Source: an optimization exercise on an open RTL-to-GDS flow (aim: small area). Production flows keep margins and buffers that such runs may drop. Power and IR drop assume default switching activity.

==> try-onyx <==
## decodeStage
module decodeStage (
    input  logic                      CLK,
    input  logic                      RESET,
    input  logic                      instrValid,
    input  logic [31:0]               instr,
    input  logic [31:0]               pc,
    input  logic                      writeEnable,
    input  logic [4:0]                writeReg,
    input  logic [31:0]               writeData,
    output logic                      outValid,
    output logic [31:0]               instrOut,
    output logic [31:0]               pcOut,
    output logic [31:0]               operandA,
    output logic [31:0]               operandB,
    output logic [4:0]                writeRegOut,
    output logic                      regWriteOut,
    output logic                      memReadOut,
    output logic                      memWriteOut,
    output logic [31:0]               memWriteData,
    output mipsDecodePkg::aluOp_t     aluOpOut,
    output logic [4:0]                shiftAmount,
  ...
==> flow/config.mk <==
export PLATFORM = sky130hd
export DESIGN_NAME = decodeStage
export DESIGN_NICKNAME = decodeStage
export VERILOG_FILES = /design/flow/design.v
export SDC_FILE = /design/flow/constraint.sdc
export NUM_CORES = 4
export LEC_CHECK = 0
export CAP_MARGIN = 0
export CORE_MARGIN = 2
export CORE_UTILIZATION = 40
export CTS_BUF_LIST = sky130_fd_sc_hd__clkbuf_16 sky130_fd_sc_hd__clkbuf_8
export CTS_CLUSTER_DIAMETER = 80
export CTS_CLUSTER_SIZE = 32
export SLEW_MARGIN = 0
export SYNTH_HIERARCHICAL = 1
==> flow/constraint.sdc <==
create_clock -name core_clock -period 5.5 [get_ports {CLK}]
set_input_delay 1.1000 -clock core_clock [delete_from_list [all_inputs] [get_ports {CLK}]]
set_output_delay 1.1000 -clock core_clock [all_outputs]
set_load 0.01 [all_outputs]
standard.sh (not shown) runs the stock make flow with config.mk's settings and CLKGATE_MAP_FILE= SYNTH_SCRIPT=/design/flow/synth_recipe.tcl, a recipe that flattens the netlist after the stock synthesis.
==> flow/flow/run.sh <==
#!/bin/bash
# The standard layout, with two changes to how ORFS makes it:
#  - the port buffers are the smallest buffer cell instead of clkdlybuf4s50_1
#  - after global routing, gates with spare slack are sized down (RECOVER_POWER)
set -euo pipefail
export BUFFER_PORTS_ARGS="-buffer_cell sky130_fd_sc_hd__buf_1"
export RECOVER_POWER=100
bash standard.sh > standard_flow.log 2>&1
==> try-delta: changes against try-onyx <==
--- a/flow/design.v
+++ b/flow/design.v
@@ -58,34 +58,34 @@
     output logic        branchNotEqual,
     output logic        memRead,
     output logic        memWrite,
     output logic        regWrite,
     output logic        syscall,
-    output logic [3:0]  aluOp
+    output mipsDecodePkg::aluOp_t aluOp
 );
     logic [5:0] op;
     logic [5:0] fn;
     logic       special;
     logic       jr, jalr;
     assign op = instr[31:26];
     assign fn = instr[5:0];
     assign special = (op == 6'h00);
     always_comb begin
-        logic [3:0] rAlu;
+        mipsDecodePkg::aluOp_t rAlu;
         case (fn)
-            6'h00:   rAlu = 4'd8;    
-            6'h02:   rAlu = 4'd9;    
-            6'h03:   rAlu = 4'd10;   
-            6'h21:   rAlu = 4'd1;    
-            6'h23:   rAlu = 4'd2;    
-            6'h24:   rAlu = 4'd3;    
-            6'h25:   rAlu = 4'd4;    
-            6'h26:   rAlu = 4'd5;    
-            6'h27:   rAlu = 4'd6;    
-            6'h2a:   rAlu = 4'd7;    
-            6'h09:   rAlu = 4'd1;    
-            default: rAlu = 4'd0;
+            6'h00:   rAlu = mipsDecodePkg::ALU_SLL;    
+            6'h02:   rAlu = mipsDecodePkg::ALU_SRL;    
+            6'h03:   rAlu = mipsDecodePkg::ALU_SRA;   
+            6'h21:   rAlu = mipsDecodePkg::ALU_ADD;    
+            6'h23:   rAlu = mipsDecodePkg::ALU_SUB;    
+            6'h24:   rAlu = mipsDecodePkg::ALU_AND;    
+            6'h25:   rAlu = mipsDecodePkg::ALU_OR;    
+            6'h26:   rAlu = mipsDecodePkg::ALU_XOR;    
+            6'h27:   rAlu = mipsDecodePkg::ALU_NOR;    
+            6'h2a:   rAlu = mipsDecodePkg::ALU_SLT;    
+            6'h09:   rAlu = mipsDecodePkg::ALU_ADD;    
+            default: rAlu = mipsDecodePkg::ALU_NOP;
         endcase
         jr   = special && (fn == 6'h08);
         jalr = special && (fn == 6'h09);
         syscall = special && (fn == 6'h0c);
         jal  = (op == 6'h03);
@@ -94,29 +94,29 @@
         link = jal || jalr;
         branch = (op == 6'h04) || (op == 6'h05);
         branchNotEqual = op[0];
         memRead  = (op == 6'h23);
         memWrite = (op == 6'h2b);
-        regDst = special && ((rAlu != 4'd0) || jr || syscall);
+        regDst = special && ((rAlu != mipsDecodePkg::ALU_NOP) || jr || syscall);
         useRt  = (regDst && !jalr) || branch;
         useSImm = (op == 6'h09) || (op == 6'h0a) || memRead || memWrite;
         case (op)
             6'h00:   aluOp = rAlu;
-            6'h03:   aluOp = 4'd1;
+            6'h03:   aluOp = mipsDecodePkg::ALU_ADD;
             6'h04,
-            6'h05:   aluOp = 4'd2;
-            6'h09:   aluOp = 4'd1;
-            6'h0a:   aluOp = 4'd7;
-            6'h0c:   aluOp = 4'd3;
-            6'h0d:   aluOp = 4'd4;
-            6'h0e:   aluOp = 4'd5;
-            6'h0f:   aluOp = 4'd11;
+            6'h05:   aluOp = mipsDecodePkg::ALU_SUB;
+            6'h09:   aluOp = mipsDecodePkg::ALU_ADD;
+            6'h0a:   aluOp = mipsDecodePkg::ALU_SLT;
+            6'h0c:   aluOp = mipsDecodePkg::ALU_AND;
+            6'h0d:   aluOp = mipsDecodePkg::ALU_OR;
+            6'h0e:   aluOp = mipsDecodePkg::ALU_XOR;
+            6'h0f:   aluOp = mipsDecodePkg::ALU_LUI;
             6'h23,
-            6'h2b:   aluOp = 4'd1;
-            default: aluOp = 4'd0;
+            6'h2b:   aluOp = mipsDecodePkg::ALU_ADD;
+            default: aluOp = mipsDecodePkg::ALU_NOP;
         endcase
-        regWrite = (aluOp != 4'd0) && !branch && !memWrite;
+        regWrite = (aluOp != mipsDecodePkg::ALU_NOP) && !branch && !memWrite;
     end
 endmodule
 `timescale 1ns/1ps
 module regFile (
     input  logic        CLK,
@@ -132,31 +132,43 @@
     output logic [31:0] readDataB
 );
     logic [31:0] regs [1:31];
     logic [31:1] written;
     logic [31:1] we;
-    logic [31:1] selA;
-    logic [31:1] selB;
+    logic [31:1] selA [2];
+    logic [31:1] selB [2];
     for (genvar i = 1; i < 32; i++) begin : g_reg
         assign we[i] = writeEnable && (writeReg == i);
         always_ff @(posedge CLK) begin
             if (we[i]) regs[i] <= writeData;
         end
         always_ff @(posedge CLK or negedge RESET) begin
             if (!RESET)     written[i] <= 1'b0;
             else if (we[i]) written[i] <= 1'b1;
         end
-        assign selA[i] = readEnA && (readRegA == i) && written[i];
-        assign selB[i] = readEnB && (readRegB == i) && written[i];
+    end
+    for (genvar h = 0; h < 2; h++) begin : g_half
+        readSelect decA (.en(readEnA), .idx(readRegA), .written(written), .sel(selA[h]));
+        readSelect decB (.en(readEnB), .idx(readRegB), .written(written), .sel(selB[h]));
     end
     for (genvar b = 0; b < 32; b++) begin : g_bit
         logic [30:0] column;
         for (genvar i = 1; i < 32; i++) begin : g_col
             assign column[i-1] = regs[i][b];
         end
-        readBit portA (.sel(selA), .d(column), .y(readDataA[b]));
-        readBit portB (.sel(selB), .d(column), .y(readDataB[b]));
+        readBit portA (.sel(selA[b / 16]), .d(column), .y(readDataA[b]));
+        readBit portB (.sel(selB[b / 16]), .d(column), .y(readDataB[b]));
+    end
+endmodule
+module readSelect (
+    input  logic        en,
+    input  logic [4:0]  idx,
+    input  logic [31:1] written,
+    output logic [31:1] sel
+);
+    for (genvar i = 1; i < 32; i++) begin : g_sel
+        assign sel[i] = en && (idx == i) && written[i];
     end
 endmodule
 module readBit (
     input  logic [30:0] sel,
     input  logic [30:0] d,
@@ -198,11 +210,11 @@
     input  logic        branchNotEqual,
     input  logic        memRead,
     input  logic        memWrite,
     input  logic        regWrite,
     input  logic        syscall,
-    input  logic [3:0]  aluOp,
+    input  mipsDecodePkg::aluOp_t aluOp,
     input  logic [31:0] rsValue,
     input  logic [31:0] rtValue,
     output logic        outValid,
     output logic [31:0] instrOut,
     output logic [31:0] pcOut,
@@ -211,11 +223,11 @@
     output logic [4:0]  writeRegOut,
     output logic        regWriteOut,
     output logic        memReadOut,
     output logic        memWriteOut,
     output logic [31:0] memWriteData,
-    output logic [3:0]  aluOpOut,
+    output mipsDecodePkg::aluOp_t aluOpOut,
     output logic [4:0]  shiftAmount,
     output logic [31:0] altPc,
     output logic        requestAltPc,
     output logic        sys
 );
@@ -262,11 +274,11 @@
             writeRegOut  <= '0;
             regWriteOut  <= 1'b0;
             memReadOut   <= 1'b0;
             memWriteOut  <= 1'b0;
             memWriteData <= '0;
-            aluOpOut     <= '0;
+            aluOpOut     <= mipsDecodePkg::ALU_NOP;
             altPc        <= '0;
             requestAltPc <= 1'b0;
             sys          <= 1'b0;
         end else begin
             outValid     <= v;
@@ -277,11 +289,11 @@
             writeRegOut  <= destD;
             regWriteOut  <= v && regWrite && (destReg != '0);
             memReadOut   <= v && memRead;
             memWriteOut  <= v && memWrite;
             memWriteData <= rtValue;
-            aluOpOut     <= {4{v}} & aluOp;
+            aluOpOut     <= v ? aluOp : mipsDecodePkg::ALU_NOP;
             altPc        <= altPcD;
             requestAltPc <= takeD;
             sys          <= v && syscall;
         end
     end
@@ -312,14 +324,13 @@
     output logic                      requestAltPc,
     output logic                      sys
 );
     logic       link, jal, regDst, useRt, useSImm, jump, jumpReg;
     logic       branch, branchNotEqual, memRead, memWrite, regWrite, syscall;
-    logic [3:0] aluOp;
+    mipsDecodePkg::aluOp_t aluOp;
     logic [31:0] rsValue;
     logic [31:0] rtValue;
-    logic [3:0]  aluOpQ;
     instrDecoder decoder (
         .instr          (instr),
         .link           (link),
         .jal            (jal),
         .regDst         (regDst),
@@ -378,13 +389,12 @@
         .writeRegOut    (writeRegOut),
         .regWriteOut    (regWriteOut),
         .memReadOut     (memReadOut),
         .memWriteOut    (memWriteOut),
         .memWriteData   (memWriteData),
-        .aluOpOut       (aluOpQ),
+        .aluOpOut       (aluOpOut),
         .shiftAmount    (shiftAmount),
         .altPc          (altPc),
         .requestAltPc   (requestAltPc),
         .sys            (sys)
     );
-    assign aluOpOut = aluOpQ;
 endmodule
==> flow/flow/run.sh (replaced) <==
#!/bin/bash
# The standard layout, with one change to how ORFS makes it:
#  - the port buffers are the smallest buffer cell instead of clkdlybuf4s50_1
set -euo pipefail
export BUFFER_PORTS_ARGS="-buffer_cell sky130_fd_sc_hd__buf_1"
bash standard.sh > standard_flow.log 2>&1
- CAP_MARGIN: 0 -> 10
- CORE_UTILIZATION: 40 -> 50
- CTS_CLUSTER_SIZE: 32 -> 30
- PLACE_DENSITY: unset -> 0.65
- SLEW_MARGIN: 0 -> 10
==> try-harbor: changes against try-onyx <==
==> flow/run.sh (new file) <==
#!/bin/bash
# synth_recipe.tcl (not shown) runs the flow's synth.tcl, then flattens the netlist and writes it again
# the make line also repeats each setting of config.mk as NAME=value (left out here)
make -C /OpenROAD-flow-scripts/flow DESIGN_CONFIG=/design/flow/config.mk WORK_HOME=/design/flow/orfs CLKGATE_MAP_FILE= SYNTH_SCRIPT=/design/flow/synth_recipe.tcl finish
removed: flow/flow/run.sh
removed: flow/standard.sh
==> summary.txt <==
Final Max Slew Viols: 1632
Hold_sp: registers.written[11]
First-pass GRT wire length: 258000 um
Initial antenna violation count: 14
Placed cell area: 55400 um^2
Minimum clock period: 5190 ps
Seq pwr share: 0.625
Failing Checks: max-capacitance violations, max-slew violations
Worst r2r src: registers.written[18]
Status: failed layout checks
Max-Cap Viols: 52
Comb. pwr: 1.42 mW
Number of global-route vias before repair: 35300
Mux cell area share after synthesis: 0.000630
Worst r2r path cells: 12
Final hold slack: 492 ps
Clock transition at path regs: 120 ps
Final Cell Area: 56500 um^2
Critical Path Source: instrValid
Mapped Cells: 2979
[end of results for try-onyx]
==> summary.txt <==
FF-to-FF End: issue.requestAltPc
Placed cell area: 57400 um^2
Die area: 127000 um^2
Status: timing/DRC/antenna clean
Comb. pwr: 1.65 mW
Max-Cap Viols: 0
Initial antenna violation count: 14
Final hold slack: 425 ps
Peak Freq: 0.195 GHz
Clock transition at path regs: 120 ps
Mux cell area share after synthesis: 0.000630
Number of global-route vias before repair: 35000
Final Max Slew Viols: 0
Seq pwr share: 0.612
Mapped Cells: 2979
Minimum clock period: 5130 ps
Critical Path Source: pc[2]
Worst r2r src: registers.written[16]
First-pass GRT wire length: 267000 um
[end of results for try-harbor]
==> summary.txt <==
Status: timing/DRC/antenna clean
Mapped Cells: 3097
Arrival time worst endpoint: 5950 ps
Initial antenna violation count: 17
Seq pwr: 10.5 mW
Max-Cap Viols: 0
Mux cell area share after synthesis: 0.000619
Placed cell area: 54400 um^2
Clock transition at path regs: 110 ps
Final Cell Area: 56100 um^2
Avg WL per Cell: 36.8 um
Critical Path Source: instr[22]
Worst r2r src: registers.written[22]
Final hold slack: 473 ps
Minimum clock period: 5380 ps
Final Max Slew Viols: 0
First-pass GRT wire length: 251000 um
Comb. pwr: 1.40 mW
[end of results for try-delta]
Function was not checked in any run of this note: the RTL went through the layout flow alone.

-- port drivers added, routing unchanged --
The results above use ideal ports. As a check the final layouts listed here were re-extracted and re-timed, cells and wires unchanged.
Step 1 assumes that a clkbuf_16 drives the clock port and a buf_2 every other input.
Step 2 also shifts input and output timing later by t, the mid clock arrival at the registers, as if the neighbouring blocks saw the same clock.
a / b / c = no drivers / after step 1 / after step 2; a / b = the first two.
run	shift t [ns]	setup slack, ns	worst setup path after step 2	cell pins on the clock port's net
try-onyx	0.773	0.312 / 0.352 / -0.421	input to register	1
try-delta	0.745	0.116 / 0.159 / -0.586	input to register	1
try-harbor	0.781	0.366 / 0.417 / -0.364	input to register	1
For try-onyx, which loses most, drivers alone change the setup slack by +0.040 ns; drivers and shift together by -0.733 ns.
